What follows belongs to an exercise in optimizing a design on an open flow for small area, a short achievable clock period and few clock cycles per item; a production flow would make more cautious choices. In this exercise RTL edits were held to simulation tests only and were not proved equivalent to the original.

Setup of rev 12:
## gcd_lcm_unit_core
module gcd_lcm_unit_core (
  input  wire logic                clk_i,
  input  wire logic                rst_ni,
  input  wire logic                s_axis_tvalid,
  output      logic                s_axis_tready,
  input  wire logic [glu_pkg::InDataW-1:0]  s_axis_tdata,   
  input  wire logic                s_axis_tuser,   
  output      logic                m_axis_tvalid,
  input  wire logic                m_axis_tready,
  output      logic [glu_pkg::OutDataW-1:0] m_axis_tdata,   
  output      logic                m_axis_tuser    
);
Size in the first run: roughly 2700 cells after synthesis, roughly 160 flip-flops, roughly 200 I/O pins.
Settings: LEC_CHECK=0, CAP_MARGIN=20, CORE_MARGIN=2, CORE_UTILIZATION=40, SLEW_MARGIN=20; clock period 6.0 ns.
run.sh (not shown) runs the stock make flow with config.mk's settings and CLKGATE_MAP_FILE= SYNTH_SCRIPT=/design/flow/synth_recipe.tcl, a recipe that flattens the netlist after the stock synthesis.
Per the final summary, rev 12 finished and its layout is clean on timing, DRC and antenna.
Testbench counts of rev 12, summed over its fixed seeds: cycles 24,370, items 960.
Input changes introduced in rev 13 (baseline for comparison: rev 12):
--- a/flow/design.v
+++ b/flow/design.v
@@ -102,23 +102,26 @@
     end
   endfunction
   logic [CntW-2:0]   hp_a, hp_b, hp_u;
   logic              nz_a, nz_b, gcd_ovf;
   logic              go_q, go_d;
   assign hp_a    = hipair({2'b00, op_a ^ {DataW{op_a[DataW-1]}}});
   assign hp_b    = hipair({2'b00, op_b ^ {DataW{op_b[DataW-1]}}});
   assign hp_u    = hipair({1'b0, u_q});
   assign nz_a    = ((op_a ^ {DataW{op_a[DataW-1]}}) != '0);
   assign nz_b    = ((op_b ^ {DataW{op_b[DataW-1]}}) != '0);
-  assign gcd_ovf = nz_a && nz_b &&
-                   ({hp_a, 1'b0} + {hp_b, 1'b0}) >= ({1'b0, hp_u, 1'b0} + {1'b0, k_q} + 8'd66);
+  logic [CntW:0]     lab_q, lab_d;
+  assign lab_d   = (nz_a && nz_b) ? ({1'b0, hp_a, 1'b0} + {1'b0, hp_b, 1'b0}) : '0;
+  assign gcd_ovf = lab_q >= ({1'b0, hp_u, 1'b0} + {1'b0, k_q} + 8'd66);
   assign u_zero = (u_q == '0);
+  logic              g_done;
+  assign g_done = u_zero || (!sb_q && (v_q == WorkW'(1) || v_q == '1));
   assign mbit     = u_q[WorkW-1];
   assign mul_ovf  = (v_q[DataW-1] & !mf_q) | s[WorkW-1];
   assign c_dec    = c_q - CntW'(1);
   assign mul_last = (c_dec == k_q);
   assign m_axis_tvalid = st_q[SOut];
   assign m_axis_tdata  = v_q[DataW-1:0];
   assign m_axis_tuser  = ovf_q;
   assign start = s_axis_tvalid && (sd_q[SIdle] || (sd_q[SOut] && m_axis_tready));
   always_comb begin
     st_d    = sd_q;
@@ -235,53 +238,47 @@
         st_d[SGcd] = 1'b1;
       end
     end
     if (sd_q[SZero]) begin
       v_d           = sh;
       s_axis_tready = 1'b1;
       st_d          = '0;
       st_d[SOut]    = 1'b1;
     end
     if (sd_q[SGcd]) begin
-      if (u_zero) begin
+      if (g_done) begin
         st_d = '0;
-        if (lcm_q == OpLcm) begin
-          st_d[SRld] = 1'b1;
-        end else if (!v_q[WorkW-1] && k_q == '0) begin
-          s_axis_tready = 1'b1;
-          st_d[SOut]    = 1'b1;
-        end else begin
-          st_d[SGfin] = 1'b1;
-        end
+        if (lcm_q == OpLcm) st_d[SRld]  = 1'b1;
+        else                st_d[SGfin] = 1'b1;
       end else if (!u_q[0]) begin
         u_d = sh;
       end else if (!v_q[0]) begin
         v_d = sh;
         if (sb_q) c_d = c_q + CntW'(j);
       end else begin
         if (s[WorkW-1]) v_d = sh;
         else            u_d = sh;
         if (sb_q) begin
           sb_d = 1'b0;
           if (c_q < k_q) k_d = c_q;
         end
       end
     end
     go_d = sd_q[SGcd] && !u_zero && lcm_q == OpLcm && gcd_ovf;
     if (sd_q[SGcd] && go_q) begin
       st_d = '0;
       st_d[SFill] = 1'b1;
     end
     if (sd_q[SGfin]) begin
-      v_d = sh;
+      if (v_q[WorkW-1] || k_q != '0) v_d = sh;
       if (!v_q[WorkW-1]) k_d = k_q - CntW'(1);
-      if (v_q[WorkW-1] ? (k_q == '0) : (k_q == CntW'(1))) begin
+      if (v_q[WorkW-1] ? (k_q == '0) : (k_q <= CntW'(1))) begin
         s_axis_tready = 1'b1;
         st_d          = '0;
         st_d[SOut]    = 1'b1;
       end
     end
     if (sd_q[SRld]) begin
       u_d  = sh;
       c_d  = CntW'(j);
       st_d = '0;
       st_d[SDiv] = 1'b1;
@@ -334,15 +331,16 @@
     u_q   <= u_d;
     v_q   <= v_d;
     k_q   <= k_d;
     c_q   <= c_d;
     sb_q  <= sb_d;
     mf_q  <= mf_d;
     za_q  <= za_d;
     zb_q  <= zb_d;
     ovf_q <= ovf_d;
     lcm_q <= lcm_d;
+    if (start) lab_q <= lab_d;
     sw_q  <= sw_d;
     go_q  <= go_d;
   end
 endmodule
 `default_nettype wire
Findings:
Rev 13: final period utilization 0.40 points below rev 12
| number of non-clock buffers | higher: rev 12 |
For the fraction of area in registers, rev 13 came in 1.4 points higher than rev 12 did.
Cell type of the slowest stage on the worst timing path = sky130_fd_sc_hd__or4_4: rev 12; cell type of the slowest stage on the worst timing path = sky130_fd_sc_hd__a221oi_1: rev 13
Measured against each other, rev 12 and rev 13 differ in biggest cell delay along the critical path, the higher figure coming from rev 12.
Rev 13 has detailed-route wire length above what rev 12 had.
Testbench counts of rev 13, summed over its fixed seeds: cycles 23,514, items 960.

==> port drivers added, routing unchanged <==
The flow's constraints put no driver on any port. The routed layouts listed below were extracted and timed again, unchanged, in two steps.
Step 1, drivers: a clkbuf_16 drives clk_i and a buf_2 each remaining input, both assumed.
Step 2 also shifts input and output timing later by t, the mid clock arrival at the registers, as if the neighbouring blocks saw the same clock.
a / b / c = ideal ports / drivers / drivers and shift; a / b = the first two.
run | shift t [ns] | setup WS [ns] | worst setup path after step 2 | worst slew at a driven data input, ns
rev 12 | 0.502 | 0.123 / 0.164 / -0.338 | input to register | 0.07
rev 13 | 0.500 | 0.147 / 0.161 / -0.340 | input to register | 0.09
With both steps, setup timing fails in rev 12 and rev 13, where it was met with ideal ports. The setup slack of rev 13, which loses most, moves by +0.014 ns with the drivers and by -0.487 ns with both steps.
